What follows belongs to an exercise in optimizing a design on an open flow for small area, a short achievable clock period and few clock cycles per item; a production flow would make more cautious choices.
Power figures rest on the tool's default switching activity, not on a simulated workload.

Design arena_bump_allocator_core, start of the top module:
module arena_bump_allocator_core (
  input  logic                              clk,
  input  logic                              rst_n,
  input  logic                              cfg_valid,
  output logic                              cfg_ready,
  input  logic                              cfg_index,
  input  logic [abump_pkg::ADDR_W-1:0]      cfg_data,
  input  logic                              in_valid,
  output logic                              in_ready,
  input  logic [abump_pkg::FUNC_W-1:0]      in_func,
  input  logic [abump_pkg::OFF_W-1:0]       in_request_size,
  input  logic [abump_pkg::ALIGN_LOG_W-1:0] in_align_log2,
  input  logic [abump_pkg::ADDR_W-1:0]      in_old_address,
  input  logic [abump_pkg::OFF_W-1:0]       in_old_length,
  input  logic [abump_pkg::OFF_W-1:0]       in_snap_current,
  input  logic [abump_pkg::OFF_W-1:0]       in_snap_previous,
  output logic                              out_valid,
  input  logic                              out_ready,
  output logic [abump_pkg::STATUS_W-1:0]    out_status,
  output logic [abump_pkg::ADDR_W-1:0]      out_result_address,
  output logic [abump_pkg::OFF_W-1:0]       out_copy_length,
  output logic [abump_pkg::OFF_W-1:0]       out_clear_offset,
  output logic [abump_pkg::OFF_W-1:0]       out_clear_length,
  output logic [abump_pkg::OFF_W-1:0]       out_current_offset,
  output logic [abump_pkg::OFF_W-1:0]       out_previous_offset
);
Size: ~140 flip-flops, ~300 I/O pins.
Settings: LEC_CHECK=0, CAP_MARGIN=20, CORE_MARGIN=2, CORE_UTILIZATION=40, SETUP_SLACK_MARGIN=2.5, SLEW_MARGIN=20, TNS_END_PERCENT=100; clock period 9.0 ns.
standard.sh (not shown) runs the stock make flow with config.mk's settings and CLKGATE_MAP_FILE= SYNTH_SCRIPT=/design/flow/synth_recipe.tcl, a recipe that flattens the netlist after the stock synthesis.
==> flow/flow/run.sh <==
#!/bin/bash
# Standard layout, with the port buffers made as buf_1 cells instead of the
# delay-cell buffers buffer_ports picks by default.
cp standard.sh standard_sh.txt
export BUFFER_PORTS_ARGS="-buffer_cell sky130_fd_sc_hd__buf_1"
bash standard.sh > standard.log 2>&1
Next try:
--- a/flow/design.v
+++ b/flow/design.v
@@ -187,52 +187,21 @@
     end
   end
   assign boff[OW] = bump_inc & run[OW];
   logic [OW-1:0] room;
   logic [OW:0]   room_cy;
   abump_add #(OW) u_room (.a(usable_r), .b(~in_request_size), .ci(1'b1), .s(room), .cy(room_cy));
-  localparam int FW = OW + 3;
   logic          sel_ip;
-  logic          inc_e;
-  logic [OW:0]   x0;
-  logic [OW-1:0] incv;       
-  logic [FW-1:0] negv;       
+  logic [OW:0]   xoff;
   logic [OW-1:0] cand;
+  logic [OW+1:0] fx_cy;
   logic          fit;
-  assign inc_e = bump_inc && !sel_ip;
-  for (genvar j = 0; j <= OW; j++) begin : g_x0
-    if (j < AW) begin : g_lo
-      assign x0[j] = sel_ip ? last_r[j] : (mask[j] ? nb[j] : top_r[j]);
-    end else if (j < OW) begin : g_mid
-      assign x0[j] = sel_ip ? last_r[j] : top_r[j];
-    end else begin : g_hi
-      assign x0[j] = 1'b0;
-    end
-  end
-  for (genvar j = 0; j < FW; j++) begin : g_incv
-    if (j < AW) begin : g_lo
-      assign incv[j] = inc_e && (in_align_log2 == j);
-      assign negv[j] = inc_e && !mask[j];
-    end else if (j < OW) begin : g_mid
-      if (j == AW) begin : g_k15
-        assign incv[j] = inc_e && (in_align_log2 == j);
-      end else begin : g_none
-        assign incv[j] = 1'b0;
-      end
-      assign negv[j] = inc_e;
-    end else begin : g_hi
-      assign negv[j] = inc_e;
-    end
-  end
-  logic [OW-1:0] cd_s, cd_c;
-  abump_csa #(OW) u_cd_csa (.a(x0[OW-1:0]), .b(in_request_size), .c(incv), .s(cd_s), .c2(cd_c));
-  abump_add #(OW) u_cand (.a(cd_s), .b({cd_c[OW-2:0], 1'b0}), .ci(1'b0), .s(cand), .cy());
-  logic [FW-1:0] ft_s, ft_c, ft_sum;
-  abump_csa #(FW) u_ft_csa (.a({3'b0, room}), .b(~{2'b0, x0}), .c(negv), .s(ft_s), .c2(ft_c));
-  abump_add #(FW) u_fit (.a(ft_s), .b({ft_c[FW-2:0], 1'b0}), .ci(1'b1), .s(ft_sum), .cy());
-  assign fit = room_cy[OW] && !ft_sum[FW-1];
+  assign xoff = sel_ip ? {1'b0, last_r} : boff;
+  abump_add #(OW) u_cand (.a(xoff[OW-1:0]), .b(in_request_size), .ci(1'b0), .s(cand), .cy());
+  abump_add #(OW+1) u_fit (.a({1'b0, room}), .b(~xoff), .ci(1'b1), .s(), .cy(fx_cy));
+  assign fit = room_cy[OW] && fx_cy[OW+1];
   logic [DW-1:0] blk_addr;   
   logic          below;      
   logic          in_arena;   
   logic          bad;
   logic          in_place;
   abump_add #(DW) u_blk (.a(base_r), .b({11'b0, last_r}), .ci(1'b0), .s(blk_addr), .cy());
=> Cell count decreases by 6.2%. Setup slack improves by 0.27 ns. Clock skew went down by 0.0051 ns. Synthesized cell count shrinks by 4.6%. Routed wire length decreases by 2.5%. Power shrinks by 1.7%. Design area is lower by 8.2%.
Function was not checked in any run of this note: the RTL went through the layout flow alone.

========
rev 12:
arena_bump_allocator_core, a different RTL version from the one above (not shown whole).
Size in the first run: ~2400 cells after synthesis, ~0.019 mm² of cells after synthesis.
Settings: LEC_CHECK=0, CAP_MARGIN=20, CORE_MARGIN=2, CORE_UTILIZATION=55, SETUP_SLACK_MARGIN=2.5, SLEW_MARGIN=20, TNS_END_PERCENT=100; clock period 9.0 ns.
Scripts as last shown in full above: flow/flow/run.sh
Setup changes, rev 12 to rev 13
--- a/flow/design.v
+++ b/flow/design.v
@@ -51,15 +51,15 @@
     logic empty;
     logic full;
   } abump_qstat_t;
   function automatic [OFF_W-1:0] usable_len(input [OFF_W-1:0] arena_len);
     usable_len = (arena_len < ARENA_MAX) ? arena_len : ARENA_MAX;
   endfunction
 endpackage
-module abump_add #(parameter int W = 8, parameter bit FAST = 1'b0) (
+module abump_add #(parameter int W = 8) (
   input  logic [W-1:0] a,
   input  logic [W-1:0] b,
   input  logic         ci,
   output logic [W-1:0] s,
   output logic [W:0]   cy
 );
   localparam int L = (W < 2) ? 1 : (W < 4) ? 2 : (W < 8) ? 3 : (W < 16) ? 4 : (W < 32) ? 5 : 6;
@@ -69,18 +69,15 @@
   assign p[0][0] = 1'b0;
   for (genvar i = 0; i < W; i++) begin : g_pg
     assign g[0][i+1] = a[i] & b[i];
     assign p[0][i+1] = a[i] ^ b[i];
   end
   for (genvar l = 0; l < L; l++) begin : g_lvl
     for (genvar i = 0; i <= W; i++) begin : g_bit
-      if (FAST && i >= (1 << l)) begin : g_ks
-        assign g[l+1][i] = g[l][i] | (p[l][i] & g[l][i - (1 << l)]);
-        assign p[l+1][i] = p[l][i] & p[l][i - (1 << l)];
-      end else if (!FAST && ((i >> l) & 1)) begin : g_join
+      if ((i >> l) & 1) begin : g_join
         assign g[l+1][i] = g[l][i] | (p[l][i] & g[l][((i >> l) << l) - 1]);
         assign p[l+1][i] = p[l][i] & p[l][((i >> l) << l) - 1];
       end else begin : g_pass
         assign g[l+1][i] = g[l][i];
         assign p[l+1][i] = p[l][i];
       end
     end
@@ -126,15 +123,15 @@
   output logic [abump_pkg::OFF_W-1:0]       out_current_offset,
   output logic [abump_pkg::OFF_W-1:0]       out_previous_offset
 );
   localparam int OW = abump_pkg::OFF_W;
   localparam int AW = abump_pkg::ALIGN_W;
   localparam int DW = abump_pkg::ADDR_W;
   logic [DW-1:0] base_r;
-  logic [AW-1:0] nb_r, nb_nxt;
+  logic [AW-1:0] nb_r;       
   logic [OW-1:0] usable_r;
   logic [OW-1:0] top_r, top_nxt;
   logic [OW-1:0] last_r, last_nxt;
   logic                           valid_r;
   logic [abump_pkg::STATUS_W-1:0] status_r, status_nxt;
   logic                           blk_r, blk_nxt;    
   logic                           clr_r, clr_nxt;    
@@ -164,17 +161,17 @@
   logic [AW:0]   gt;         
   logic          bump_inc;
   logic [OW:0]   run;        
   logic [OW:0]   boff;
   for (genvar j = 0; j < AW; j++) begin : g_mask
     assign mask[j] = (j < in_align_log2);
   end
-  assign nb_nxt[0] = cfg_data[0];
+  assign nb_r[0] = base_r[0];
   for (genvar j = 1; j < AW; j++) begin : g_nb
-    assign nb_nxt[j] = cfg_data[j] ^ (|cfg_data[j-1:0]);
+    assign nb_r[j] = base_r[j] ^ (|base_r[j-1:0]);
   end
   abump_add #(AW) u_gt (.a(top_r[AW-1:0]), .b(~nb_r), .ci(1'b0), .s(), .cy(gt));
   assign bump_inc = gt[in_align_log2];
   assign run[0] = 1'b1;
   for (genvar j = 1; j <= OW; j++) begin : g_run
     logic [j-1:0] bits;
     for (genvar i = 0; i < j; i++) begin : g_bit
@@ -186,29 +183,28 @@
     if (j < AW) begin : g_lo
       assign boff[j] = mask[j] ? nb_r[j] : (top_r[j] ^ (bump_inc & run[j]));
     end else begin : g_hi
       assign boff[j] = top_r[j] ^ (bump_inc & run[j]);
     end
   end
   assign boff[OW] = bump_inc & run[OW];
+  logic [OW:0]   room_d;
   logic [OW-1:0] room;
-  logic [OW:0]   room_cy;
-  abump_add #(OW, 1) u_room (.a(usable_r), .b(~in_request_size), .ci(1'b1), .s(room), .cy(room_cy));
+  logic          room_ok;
+  assign room_d  = {1'b0, usable_r} - {1'b0, in_request_size};
+  assign room    = room_d[OW-1:0];
+  assign room_ok = !room_d[OW];
   logic [OW-1:0] cand_b;
-  logic [OW+1:0] fb_cy;
   logic          fit_b;
   abump_add #(OW) u_cand_b (.a(boff[OW-1:0]), .b(in_request_size), .ci(1'b0), .s(cand_b), .cy());
-  abump_add #(OW+1, 1) u_fit_b (.a({1'b0, room}), .b(~boff), .ci(1'b1), .s(), .cy(fb_cy));
-  assign fit_b = room_cy[OW] && fb_cy[OW+1];
+  assign fit_b = room_ok && (boff <= {1'b0, room});
   logic [OW-1:0] cand_ip;
-  logic [OW:0]   fi_cy;
   logic          fit_ip;
   abump_add #(OW) u_cand_ip (.a(last_r), .b(in_request_size), .ci(1'b0), .s(cand_ip), .cy());
-  abump_add #(OW, 1) u_fit_ip (.a(room), .b(~last_r), .ci(1'b1), .s(), .cy(fi_cy));
-  assign fit_ip = room_cy[OW] && fi_cy[OW];
+  assign fit_ip = room_ok && (last_r <= room);
   logic [DW-1:0] blk_addr;   
   logic          below;      
   logic          in_arena;   
   logic          bad;
   logic          in_place;
   abump_add #(DW) u_blk (.a(base_r), .b({11'b0, last_r}), .ci(1'b0), .s(blk_addr), .cy());
   logic [DW:0] bl_cy;
@@ -267,26 +263,24 @@
     blk_nxt = take_b || take_ip;
     clr_nxt = zeroed && (take_b || (take_ip && grows));
     mv_nxt  = rs_mv && fit_b;
   end
   always_ff @(posedge clk) begin
     if (!rst_n) begin
       base_r   <= '0;
-      nb_r     <= '0;
       usable_r <= '0;
       top_r    <= '0;
       last_r   <= '0;
       valid_r  <= 1'b0;
     end else begin
       if (cfg_valid) begin
         if (cfg_index) begin
           usable_r <= abump_pkg::usable_len(cfg_data[OW-1:0]);
         end else begin
           base_r <= cfg_data;
-          nb_r   <= nb_nxt;
         end
       end
       if (acc) begin
         top_r  <= top_nxt;
         last_r <= last_nxt;
       end
       valid_r <= acc || (valid_r && !out_ready);
Findings:
- Comparing synthesized cell count for rev 12 and rev 13, the bigger number came from rev 12.
- Rev 13 vs rev 12: post-route total power up by a few percent
- Rev 13 against rev 12: sequential cell area in the final layout shows a reduction of 6.5%; sequential-to-total area share from yosys stat shows a reduction of 0.81 points; largest net degree at the start of global routing higher; setup slack of the critical path after layout fell 0.12 ns.
- Diff rev 12 -> rev 13: global-route wire length before repair up 2.5 mm; die area down about 3%; post-synthesis share of cell area spent on full adders, half adders and majority gates up 0.85 points.
Function was not checked in any run of this note: the RTL went through the layout flow alone.

========
Setup of build 9:
Another version of the RTL of arena_bump_allocator_core (not shown whole).
For scale: roughly 2500 cells after synthesis, ~180 flip-flops, roughly 300 I/O pins, roughly 0.021 sq mm of cells after synthesis.
Settings: LEC_CHECK=0, CAP_MARGIN=20, CORE_MARGIN=2, CORE_UTILIZATION=40, SETUP_SLACK_MARGIN=2.5, SLEW_MARGIN=20, TNS_END_PERCENT=100; clock period 9.0 ns.
run.sh (not shown) runs the stock make flow with config.mk's settings and CLKGATE_MAP_FILE= SYNTH_SCRIPT=/design/flow/synth_recipe.tcl, a recipe that flattens the netlist after the stock synthesis.
Stock flow here: none of the scripts above is used.
Inputs modified between build 9 and build 41:
--- a/flow/design.v
+++ b/flow/design.v
@@ -50,17 +50,17 @@
   typedef struct packed {
     logic empty;
     logic full;
   } abump_qstat_t;
   function automatic [OFF_W-1:0] usable_len(input [OFF_W-1:0] arena_len);
     usable_len = (arena_len < ARENA_MAX) ? arena_len : ARENA_MAX;
   endfunction
 endpackage
-module abump_add #(parameter int W = 8, parameter bit FAST = 1'b0) (
+module abump_add #(parameter int W = 8) (
   input  logic [W-1:0] a,
   input  logic [W-1:0] b,
   input  logic         ci,
   output logic [W-1:0] s,
   output logic [W:0]   cy
 );
   localparam int L = $clog2(W + 1);
   logic [L:0][W:0] g;
@@ -68,20 +68,17 @@
   assign g[0][0] = ci;
   assign p[0][0] = 1'b0;
   for (genvar i = 0; i < W; i++) begin : g_pg
     assign g[0][i+1] = a[i] & b[i];
     assign p[0][i+1] = a[i] ^ b[i];
   end
   for (genvar l = 0; l < L; l++) begin : g_lvl
     for (genvar i = 0; i <= W; i++) begin : g_bit
-      if (FAST && i >= (1 << l)) begin : g_ks
-        assign g[l+1][i] = g[l][i] | (p[l][i] & g[l][i - (1 << l)]);
-        assign p[l+1][i] = p[l][i] & p[l][i - (1 << l)];
-      end else if (!FAST && ((i >> l) & 1)) begin : g_join
+      if ((i >> l) & 1) begin : g_join
         assign g[l+1][i] = g[l][i] | (p[l][i] & g[l][((i >> l) << l) - 1]);
         assign p[l+1][i] = p[l][i] & p[l][((i >> l) << l) - 1];
       end else begin : g_pass
         assign g[l+1][i] = g[l][i];
         assign p[l+1][i] = p[l][i];
       end
     end
   end
@@ -185,54 +182,31 @@
   for (genvar j = 0; j < OW; j++) begin : g_boff
     if (j < AW) begin : g_lo
       assign boff[j] = mask[j] ? nb_r[j] : (top_r[j] ^ (bump_inc & run[j]));
     end else begin : g_hi
       assign boff[j] = top_r[j] ^ (bump_inc & run[j]);
     end
   end
   assign boff[OW] = bump_inc & run[OW];
-  logic [OW:0]   b0;
-  logic [OW:0]   incv;
-  for (genvar j = 0; j <= OW; j++) begin : g_b0
-    if (j < AW) begin : g_lo
-      assign b0[j] = mask[j] ? nb_r[j] : top_r[j];
-    end else if (j < OW) begin : g_mid
-      assign b0[j] = top_r[j];
-    end else begin : g_hi
-      assign b0[j] = 1'b0;
-    end
-    if (j <= AW) begin : g_inc
-      assign incv[j] = bump_inc && (in_align_log2 == j);
-    end else begin : g_noinc
-      assign incv[j] = 1'b0;
-    end
-  end
+  logic [OW-1:0] room;
+  logic [OW:0]   room_cy;
+  abump_add #(OW) u_room (.a(usable_r), .b(~in_request_size), .ci(1'b1), .s(room), .cy(room_cy));
   logic [OW-1:0] cand_b;
-  logic [OW-1:0] cb_s, cb_c;
-  abump_csa #(OW) u_cb_csa (.a(b0[OW-1:0]), .b(in_request_size), .c(incv[OW-1:0]),
-                            .s(cb_s), .c2(cb_c));
-  abump_add #(OW) u_cand_b (.a(cb_s), .b({cb_c[OW-2:0], 1'b0}), .ci(1'b0), .s(cand_b), .cy());
-  localparam int FW = OW + 3;
-  logic [FW-1:0] f1_s, f1_c, f2_s, f2_c, f_sum;
+  logic [OW+1:0] fb_cy;
   logic          fit_b;
-  abump_csa #(FW) u_f1 (.a({3'b0, usable_r}), .b(~{3'b0, in_request_size}), .c(~{2'b0, b0}),
-                        .s(f1_s), .c2(f1_c));
-  abump_csa #(FW) u_f2 (.a(f1_s), .b({f1_c[FW-2:0], 1'b1}), .c(~{2'b0, incv}),
-                        .s(f2_s), .c2(f2_c));
-  abump_add #(FW) u_fit_b (.a(f2_s), .b({f2_c[FW-2:0], 1'b1}), .ci(1'b1), .s(f_sum), .cy());
-  assign fit_b = !f_sum[FW-1];
+  abump_add #(OW) u_cand_b (.a(boff[OW-1:0]), .b(in_request_size), .ci(1'b0), .s(cand_b), .cy());
+  abump_add #(OW+1) u_fit_b (.a({1'b0, room}), .b(~boff), .ci(1'b1), .s(), .cy(fb_cy));
+  assign fit_b = room_cy[OW] && fb_cy[OW+1];
   logic [OW-1:0] cand_ip;
-  logic [OW+1:0] fi_s, fi_c, fi_sum;
+  logic [OW:0]   fi_cy;
   logic          fit_ip;
   abump_add #(OW) u_cand_ip (.a(last_r), .b(in_request_size), .ci(1'b0), .s(cand_ip), .cy());
-  abump_csa #(OW+2) u_fi_csa (.a({2'b0, usable_r}), .b(~{2'b0, in_request_size}),
-                              .c(~{2'b0, last_r}), .s(fi_s), .c2(fi_c));
-  abump_add #(OW+2) u_fit_ip (.a(fi_s), .b({fi_c[OW:0], 1'b1}), .ci(1'b1), .s(fi_sum), .cy());
-  assign fit_ip = !fi_sum[OW+1];
+  abump_add #(OW) u_fit_ip (.a(room), .b(~last_r), .ci(1'b1), .s(), .cy(fi_cy));
+  assign fit_ip = room_cy[OW] && fi_cy[OW];
   logic [DW-1:0] blk_addr;   
   logic          below;      
   logic          in_arena;   
   logic          bad;
   logic          in_place;
   abump_add #(DW) u_blk (.a(base_r), .b({11'b0, last_r}), .ci(1'b0), .s(blk_addr), .cy());
   logic [DW:0] bl_cy;
   abump_add #(DW) u_below (.a(in_old_address), .b(~base_r), .ci(1'b1), .s(), .cy(bl_cy));
Notes after the runs:
Tightest hold margin in build 41 is 0.0059 ns lower than in build 9
Data arrival time at the worst-slack endpoint up 0.05 ns in build 41 wrt build 9
Global-route wire length before repair: build 41 vs build 9 down about 8%
Measured against each other, build 9 and build 41 differ in global routing usage on met1, the lower figure coming from build 41.
Build 41: data required time at the worst endpoint 0.03 ns above build 9
Final wirelength: higher on build 9
For the synthesized cell count, build 41 came in 6.2% lower than build 9 did.
Build 41 has less setup slack than build 9.
No run of this note included a check of the RTL's function; only the layout flow was run.

separate check: timing with driven ports:
No port has a modelled driver above. Below, the same layouts with a new extraction and two added sets of constraints. Step 1 assumes that a clkbuf_16 drives the clock port and a buf_2 every other input. Step 2 adds t to the input delays and takes it off the output delays; t is the mean of the earliest and latest rising clock arrival at the registers after step 1. Input paths then give back, and output paths get back, about the clock's delay inside the block. a / b / c = no drivers / after step 1 / after step 2; a / b = the first two.
run	t (ns)	setup slack, ns	worst setup path after step 2	pins driven straight from the clock port
the first run of note 1	0.538	2.035 / 2.019 / 1.481	input to register	1
the second run of note 1	0.529	2.309 / 2.309 / 1.847	input to register	1
rev 12	0.514	2.613 / 2.623 / 2.109	input to register	1
rev 13	0.520	2.489 / 2.489 / 2.085	input to register	1
build 9	0.557	2.667 / 2.670 / 2.144	input to register	1
build 41	0.562	2.649 / 2.633 / 2.117	input to register	1
After both steps every run listed still meets setup and hold. For the first run of note 1, which loses most, drivers alone change the setup slack by -0.016 ns; drivers and shift together by -0.554 ns.
